What follows belongs to an exercise in optimizing a design on an open flow for small area and few clock cycles; a production flow would make more cautious choices. The RTL was checked by simulation tests, not by an equivalence proof against the original design. No activity file was given, so power comes from the tool's default toggle rates.

===== design/flow/design.v =====
module ro_quant_pack_writer #(
    parameter int IN_W   = 192,
    parameter int OUT_W  = 128,
    parameter int ADDR_W = 32
) (
    input  logic              clk,
    input  logic              rst_n,
    input  logic              s_config_valid,
    output logic              s_config_ready,
    input  logic [31:0]       s_config_data,
    input  logic              s_valid,
    input  logic [IN_W-1:0]   s_data,
    output logic              s_ready,
    output logic              cmd_valid,
    input  logic              cmd_ready,
    output logic [ADDR_W-1:0] cmd_addr,
    output logic [15:0]       cmd_len,
    output logic              m_valid,
    output logic [OUT_W-1:0]  m_data,
    output logic              m_last,
    input  logic              m_ready,
    output logic              done,
    output logic [1:0]        status
);
    logic [1:0]          cidx_q;       
    logic [11:0]         w_q, h_q;
    logic [4:0]          sh_q;
    logic                relu_q;
    logic [12:0]         g_q;
    logic [ADDR_W-1:0]   addr_q;
    logic                ben_q;        
    logic [11:0]         rem_q;        
    logic [12:0]         grp_q;
    logic [11:0]         line_q;
    logic [7:0]          tile_q;
    logic [63:0]         hold_q;       
    logic                sp_q;         
    logic                splast_q;     
    logic                cdone_q;      
    logic                act_q;        
    logic                jl_word, odd, seg_end, job_last, cmd_ok, cmd_acc, m_acc, beat_acc, cfg_acc;
    logic                w0_acc, w1_acc, w2_acc, word_last_acc;
    logic [63:0]         q_pix;
    logic [11:0]         half_w;
    logic [15:0]         shm;
    function automatic logic [7:0] quant(input logic [23:0] x, input logic [4:0] sh,
                                         input logic [15:0] m, input logic relu,
                                         input logic zero);
        logic [40:0] w;
        logic [22:0] v1;
        logic [10:0] v2;
        logic [7:0]  z, y;
        logic [6:0]  lo;
        logic        sg, rb, fits, c7, sat;
        sg = x[23];
        w  = {{16{sg}}, x, 1'b0};
        for (int j = 0; j < 23; j++) v1[j] = sh[4] ? w[j+16] : w[j];
        for (int j = 0; j < 11; j++) v2[j] = v1[j + 4*sh[3:2]];
        for (int j = 0; j < 8; j++)  z[j]  = v2[j + sh[1:0]];
        rb   = z[0];
        fits = sg ? ~|(~x[22:7] & m) : ~|(x[22:7] & m);
        {c7, lo} = {1'b0, z[7:1]} + {7'd0, rb};
        sat  = !fits || (!sg && c7);
        if ((relu && sg) || zero) y = 8'h00;
        else if (sat)             y = {sg, {7{~sg}}};
        else                      y = {sg ^ c7, lo};
        quant = y;
    endfunction
    always_comb begin
        for (int j = 0; j < 16; j++) shm[j] = !sh_q[4] && (5'(j) >= sh_q);
    end
    always_comb begin
        q_pix = '0;
        for (int unsigned i = 0; i < 8; i++)
            q_pix[63-8*i -: 8] = quant(s_data[IN_W-1-24*i -: 24], sh_q, shm, relu_q, sp_q);
    end
    assign odd      = w_q[0] ^ rem_q[0];           
    assign seg_end  = (rem_q == 12'd1);
    assign job_last = seg_end && (grp_q == 13'd1) && (line_q == 12'd1) && (tile_q == 8'd1);
    assign cmd_valid = act_q && !cdone_q;
    assign cmd_acc   = cmd_valid && cmd_ready;
    assign jl_word   = sp_q ? splast_q : job_last;
    assign cmd_ok    = cdone_q || (cmd_acc && !jl_word);
    assign m_valid  = cmd_ok && (sp_q || (s_valid && ben_q && odd));
    assign m_data   = {hold_q, q_pix};
    assign m_last   = sp_q || seg_end;
    assign m_acc    = m_valid && m_ready;
    assign word_last_acc = m_acc && m_last;
    assign done     = word_last_acc && jl_word;
    assign s_ready  = ben_q && (odd ? (m_ready && cmd_ok) : !sp_q);
    assign beat_acc = s_valid && s_ready;
    always_comb begin
        case (cidx_q)
            2'd0:    s_config_ready = ben_q ? (beat_acc && job_last && !sp_q && cmd_ok)
                                            : (!act_q || cmd_ok);
            2'd1:    s_config_ready = 1'b1;
            2'd2:    s_config_ready = !act_q || done;
            default: s_config_ready = 1'b0;
        endcase
    end
    assign cfg_acc = s_config_valid && s_config_ready;
    assign w0_acc  = cfg_acc && (cidx_q == 2'd0);
    assign w1_acc  = cfg_acc && (cidx_q == 2'd1);
    assign w2_acc  = cfg_acc && (cidx_q == 2'd2);
    assign half_w   = w_q[11:1] + {11'd0, w_q[0]};
    assign cmd_addr = addr_q;
    assign cmd_len  = {half_w, 4'b0000};
    assign status   = !act_q ? 2'd0 : done ? 2'd3 : cmd_valid ? 2'd1 : 2'd2;
    always_ff @(posedge clk) begin
        if (!rst_n) begin
            cidx_q   <= '0;
            ben_q    <= 1'b0;
            sp_q     <= 1'b0;
            cdone_q  <= 1'b0;
            act_q    <= 1'b0;
        end else begin
            if (cfg_acc) cidx_q <= (cidx_q == 2'd2) ? 2'd0 : cidx_q + 2'd1;
            if (w1_acc) ben_q <= 1'b1;
            else if (beat_acc && job_last) ben_q <= 1'b0;
            if (beat_acc && !odd && seg_end) sp_q <= 1'b1;
            else if (sp_q && m_acc) sp_q <= 1'b0;
            if (word_last_acc) cdone_q <= 1'b0;
            else if (cmd_acc) cdone_q <= 1'b1;
            act_q  <= w2_acc || (act_q && !done);
        end
    end
    always_ff @(posedge clk) begin
        if (beat_acc && !odd) begin
            hold_q   <= q_pix;
            splast_q <= job_last;
        end
        if (w2_acc) addr_q <= s_config_data[ADDR_W-1:0];
        else if (cmd_acc) addr_q <= addr_q + ADDR_W'({half_w, 4'b0000});
        if (w0_acc) begin
            w_q    <= s_config_data[11:0];
            h_q    <= s_config_data[23:12];
            sh_q   <= s_config_data[28:24];
            relu_q <= s_config_data[29];
        end
        if (w1_acc || beat_acc)
            rem_q <= (w1_acc || seg_end) ? w_q : rem_q - 12'd1;
        if (w1_acc || (beat_acc && seg_end && grp_q == 13'd1))
            line_q <= (w1_acc || line_q == 12'd1) ? h_q : line_q - 12'd1;
        if (w1_acc) begin
            g_q    <= s_config_data[23:11];
            grp_q  <= s_config_data[23:11];
            tile_q <= s_config_data[7:0];
        end else if (beat_acc && seg_end) begin
            if (grp_q == 13'd1) begin
                grp_q <= g_q;
                if (line_q == 12'd1) tile_q <= tile_q - 8'd1;
            end else begin
                grp_q <= grp_q - 13'd1;
            end
        end
    end
endmodule

===== design/flow/flow/run.sh =====
#!/bin/bash
# The standard layout with two changes:
#  - after the standard synthesis, ABC re-maps the combinational logic between the unchanged
#    flip-flops for area, with each of the scripts flow/remap*.abc; the smallest result that
#    ABC proves equivalent to the standard netlist (every flip-flop cut into an input, Q, and
#    outputs, D and DE) and that keeps the standard flip-flops by name and cell is used, else
#    the standard netlist;
#  - the port buffers use the smallest buffer cell.
# Each tool writes its full output to a log file of its own in this folder.
set -euo pipefail
W=$PWD
F=$W/flow
R=$W/orfs/results/$FLOW_PLATFORM/ro_quant_pack_writer/base
L=$W/orfs/logs/$FLOW_PLATFORM/ro_quant_pack_writer/base
LIB=$FLOW_HOME/platforms/$FLOW_PLATFORM/lib/sky130_fd_sc_hd__tt_025C_1v80.lib
BIN=$FLOW_HOME/../tools/install/yosys/bin
export BUFFER_PORTS_ARGS="-buffer_cell sky130_fd_sc_hd__buf_1"

bash standard.sh synth > standard_synth.log 2>&1
cp $R/1_2_yosys.v std_synth.v

cut() {   # cut NETLIST NAME: flip-flops to ports, then a BLIF of the combinational logic
    python3 $F/cutff.py $1 cut_$2.v $2 > cut_$2.log 2>&1 || return 1
    cat > cut_$2.ys <<EOT
read_liberty -ignore_miss_func $LIB
read_verilog cut_$2.v
hierarchy -top $2
flatten
opt_clean
write_blif -impltf cut_$2.blif
EOT
    $BIN/yosys -s cut_$2.ys > cut_$2_yosys.log 2>&1
}

remap() {   # remap K: re-map with flow/remapK.abc into remap_K.v and prove it
    local k=$1 du
    du=$(grep -o -- "-dont_use [^ ]*" $L/1_2_yosys.log | sort -u | tr '\n' ' ')
    cat > remap_$k.ys <<EOT
read_liberty -ignore_miss_func $LIB
read_verilog $W/std_synth.v
hierarchy -top $FLOW_TOP
setattr -mod -set keep_hierarchy 1 sky130_fd_sc_hd__edfxtp_1 sky130_fd_sc_hd__dfxtp_1
flatten
opt_clean
abc -script $F/remap$k.abc -liberty $LIB $du
splitnets
opt_clean -purge
hilomap -singleton -hicell sky130_fd_sc_hd__conb_1 HI -locell sky130_fd_sc_hd__conb_1 LO
stat -liberty $LIB
select $FLOW_TOP
write_verilog -noattr -nohex -nodec -selected $W/remap_$k.v
EOT
    $BIN/yosys -s remap_$k.ys > remap_${k}_yosys.log 2>&1 || return 1
    cut remap_$k.v gate$k || return 1
    $BIN/yosys-abc -c "cec -n cut_gold.blif cut_gate$k.blif" > cec_$k.log 2>&1 || return 1
    grep -q "Networks are equivalent" cec_$k.log || return 1
    # the flip-flops must be the standard synthesis's, by name and cell
    diff <(grep -oE "sky130_fd_sc_hd__e?dfxtp_[0-9]+ +[^ ]+" std_synth.v | sort) \
         <(grep -oE "sky130_fd_sc_hd__e?dfxtp_[0-9]+ +[^ ]+" remap_$k.v | sort) > ff_diff_$k.log || return 1
    grep "Chip area for top module" remap_${k}_yosys.log | tail -1 | awk '{print $NF}' > area_$k.txt
}

best=""
if cut std_synth.v gold; then
    for k in 1 2 3; do remap $k > remap_$k.out 2>&1 & done
    wait || true
    for k in 1 2 3; do
        if [[ -s area_$k.txt ]]; then
            a=$(cat area_$k.txt)
            echo "remap $k: area $a" >> remap_status.log
            if [[ -z "$best" ]] || awk "BEGIN{exit !($a < $ba)}"; then best=$k; ba=$a; fi
        else
            echo "remap $k: failed or not proved" >> remap_status.log
        fi
    done
fi
if [[ -n "$best" ]]; then
    echo "remap $best used" >> remap_status.log
    cp remap_$best.v $R/1_2_yosys.v
    touch $R/1_2_yosys.v
else
    echo "standard netlist used" >> remap_status.log
fi

bash standard.sh > standard.log 2>&1

===== design/flow/flow/cutff.py =====
#!/usr/bin/env python3
"""Turn every flip-flop of a flat Yosys netlist into module ports (its Q an input, its D and DE
outputs), so two netlists with the same flip-flops can be compared as combinational logic."""
import re, sys

src, dst, newname = sys.argv[1], sys.argv[2], sys.argv[3]
text = open(src).read()
inst = re.compile(r'\n\s*sky130_fd_sc_hd__(e?dfxtp)_\d+\s+(\\\S+|\S+)\s*\((.*?)\);', re.S)
ports, decls, assigns = [], [], []

def pname(kind, name):
    return '\\%s_%s ' % (kind, name.lstrip('\\'))

def repl(m):
    typ, name, body = m.group(1), m.group(2), m.group(3)
    conn = dict(re.findall(r'\.(\w+)\s*\(\s*(.*?)\s*\)\s*(?:,|$)', body, re.S))
    q = pname('ffq', name); d = pname('ffd', name)
    ports.extend([q, d]); decls.append('  input %s;\n  output %s;\n' % (q, d))
    assigns.append('  assign %s = %s;\n' % (conn['Q'] + ' ', q))
    assigns.append('  assign %s = %s ;\n' % (d, conn['D']))
    if typ == 'edfxtp':
        e = pname('ffe', name)
        ports.append(e); decls.append('  output %s;\n' % e)
        assigns.append('  assign %s = %s ;\n' % (e, conn['DE']))
    return '\n'
text = inst.sub(repl, text)
hdr = 'module %s(%s, ' % (newname, ', '.join(ports))
text = re.sub(r'module\s+ro_quant_pack_writer\s*\(', lambda m: hdr, text, count=1)
text = text.replace('endmodule', ''.join(decls) + ''.join(assigns) + 'endmodule', 1)
open(dst, 'w').write(text)
print(len(ports), 'ports added')

===== design/flow/flow/remap1.abc =====
&get -n
&st
&deepsyn -T 60
&dch -f
&nf -a -R 1000
&put
topo

===== design/flow/flow/remap2.abc =====
&get -n
&st
&deepsyn -T 60
&dch -f
&nf -a -R 1000
&put
mfs3 -a
topo

===== design/flow/flow/remap3.abc =====
&get -n
&st
&deepsyn -T 60
&dch -f
&nf -a -R 1000
&st
&deepsyn -T 60
&dch -f
&nf -a -R 1000
&put
topo

===== design/flow/standard.sh =====
#!/bin/bash
# synth_recipe.tcl (not shown) runs the flow's synth.tcl, then flattens the netlist and writes it again
# the make line also repeats each setting of config.mk as NAME=value (left out here)
make -C /OpenROAD-flow-scripts/flow DESIGN_CONFIG=/design/flow/config.mk WORK_HOME=/design/flow/orfs CLKGATE_MAP_FILE= SYNTH_SCRIPT=/design/flow/synth_recipe.tcl "${@:-finish}"

===== design/flow/config.mk =====
export PLATFORM = sky130hd
export DESIGN_NAME = ro_quant_pack_writer
export DESIGN_NICKNAME = ro_quant_pack_writer
export VERILOG_FILES = /design/flow/design.v
export SDC_FILE = /design/flow/constraint.sdc
export NUM_CORES = 4
export LEC_CHECK = 0
export CAP_MARGIN = 20
export CORE_MARGIN = 2
export CORE_UTILIZATION = 60
export PLACE_DENSITY = 0.7
export SLEW_MARGIN = 20

===== design/flow/constraint.sdc =====
create_clock -name core_clock -period 10.0 [get_ports {clk}]
set_input_delay 2.0000 -clock core_clock [delete_from_list [all_inputs] [get_ports {clk}]]
set_output_delay 2.0000 -clock core_clock [all_outputs]
set_load 0.01 [all_outputs]

==> flow_summary.yaml <==
drt:
  drt_iter0_drc: 3488
  drc_errors: 0
  dr.pass1.iters: 16
  routedWlPerCell_um: 26.4
  vias: 18700
  drtAntennaViolNets: 0
  postRouteWirelength_um: 66700
  via_per_inst: 7.38
run:
  drv_cap: 0
critical_path:
  crit_arrival_ps: 6640
  crit_type: "register to primary output"
  startpoint_type: "register"
  cp_cell_sequence: "buf_4, clkinv_1, nand2_1, nor2_2, buf_4, a222oi_1, nand2_1, a21oi_1, nor2_1, a221o_1, nand4_1, or3_1, or3_1, or2_0, nor2_1, a21oi_1, nor3_1, a31o_1, buf_1"
  crit_family: "simple AND/OR/NAND/NOR gates"
  crit_required_ps: 8000
  critPathSlowestCell: "nor2_2"
  max_stage_delay_ps: 970
  crit_fanout: 28
  endpoint_kind: "primary output"
  regToRegSetupSlack_ps: 1960
  path_buf_inv: 4
cells_and_area:
  fin_util_pct: 73.7
  seq_area_um2: 5680
  final_cell_mix: "buf_1, nand2_1, nor2_1"
  final_common_cell: "buf_1"
  final_nets: 2413
  syn2layout_area_growth_pct: 21.1
  drive_gt1_share_pct: 3.87
  multiInputGateArea_um2: 8440
  fillers: 1798
placed_design:
  gp_congestion: 1.12
  dp_hpwl_um: 47400
  port_buffers: 409
sta:
  max_freq_mhz: 116
  tightest_slew_ps: 1180
  period_needed_ps: 8640
  rsz0062_at_grt: "no"
  hold_viol_final: 0
  slew_headroom_pct: 21.4
  setup_viol: 0
  skew_ps: 22.1
  fin_setup_tns_ps: 0
  period_share_pct: 86.4
  report.final.slew_viol_count: 0
floorplan:
  die_area_um2: 24900
  start_util_pct: 60.9
  die_h_um: 158
  num_rows: 56
  die_x_um: 158
  io_pins: 414
  core_area_um2: 23300
cts:
  clk-insertion-delay-late_ps: 470
  cts_resized: 0
  cts_tree: "built"
  cts.reportedPaths.clkPinSlew_ps: 100
  post_cts_buffers: 0
  clock_path_buffers: 2
  cts_buffers: 17
  h-tree-depth: 4
  root_buffer: "clkbuf_16"
  cts_hold_buffers: 0
  clock-sinks: 191
grt:
  grt_pass1_vias: 17200
  grt_max_degree: 66
  grtUsageTotal_pct: 51.6
  grt_pass1_wl_um: 97200
  gr-total-overflow: 0
  antenna_found_initial: 10
yosys:
  syn_area_um2: 14200
  syn_inst: 1707
  avgSynthCellArea_um2: 8.32
  ys_warn_count: 1
power_and_ir_drop:
  p_leak_uw: 0.00574
  vdd_ir_drop_max_mv: 0.130
  power_density_nw_per_um2: 156
hold_path:
  hold_class: "register to register"
outcome:
  outcome: "complete, no violations"
-- report_power, final --
part / internal [µW] / switching (µW)
Combinational: 291 / 638
Clock: 358 / 433
Sequential: 937 / 25.0
-- final timing paths --
path	startpoint	to	cells past startpoint
max	sh_q[2]	m_data[28]	19
min reg2reg	g_q[8]	grp_q[8]	2
min	g_q[8]	grp_q[8]	2
max reg2reg	w_q[0]	addr_q[31]	31
-- per-layer routing --
layer | up-vias | part of all wire (%) | GRT usage (%)
met4 | 0 | 9.6 | 37.2
met3 | 560 | 17 | 19.5
met2 | 2029 | 41 | 76.5
met1 | 8349 | 32 | 61.5
li1 | 7735 | - | -
met5 | - | 0 | 0
-- layout make-up --
cell class                      count  area share [%]
Timing Repair Buffer              454            10.9
Sequential cell                   191            33.0
Antenna cell                       15           0.218
Clock buffer                       17            2.47
Inverter                           33           0.720
Multi-Input combinational cell   1486            49.1
Clock inverter                     15            1.30
Tap cell                          319            2.32
-- through the flow --
step | hold WS, ps | setup WS [ps] | power [µW] | area [µm²] | cells
final | 543 | 1360 | 2680 | 17200 | 2530
after global routing | 564 | 1380 | 2740 | 17200 | 2524
after CTS | 545 | 1810 | 2610 | 17200 | 2515
after detailed placement | 534 | 1920 | 1850 | 16500 | 2483
after global placement | 516 | 2060 | 1820 | 16500 | 2483
after floorplan | 496 | 2420 | 1510 | 14200 | 1710
-- tightest hold or removal path: cells and delay by family (launching register included) --
kind             cells  cell delay, ps
DFF                  1             340
and+or+nand+nor      2             120
-- registers in the layout (all words and copies together) (netlist names), 12 cells and up --
name	flops
h_q	12
g_q	13
hold_q	64
rem_q	12
grp_q	13
w_q	12
line_q	12
addr_q	32
Testbench counts, summed over its fixed seeds: cycles 16,570.

## what the ideal ports hide
Ports are ideal in the flow. The routed layout listed here was re-timed in OpenROAD.
Step 1 sets driving cells, clkbuf_16 on the clock port and buf_2 on the other inputs (assumed; they add their load-dependent delay and slew).
Step 2 moves the port delays by t, midway between the first and last clock arrival at a register: inputs arrive t later, outputs are due t later. That takes back most of the time a late clock gives input paths.
Slacks: no drivers / after step 1 / after step 2; pairs: no drivers / after step 1.
t, ns: 0.517
setup slack, ns: 1.365 / 1.311 / 1.730
worst setup path at the end: input to output
clock arrival spread, ns: 0.023 / 0.022
slew at the worst register clock pin (ns): 0.10 / 0.10
After both steps setup and hold are still met in this run. For this run, drivers alone change the setup slack by -0.054 ns; drivers and shift together by +0.365 ns.
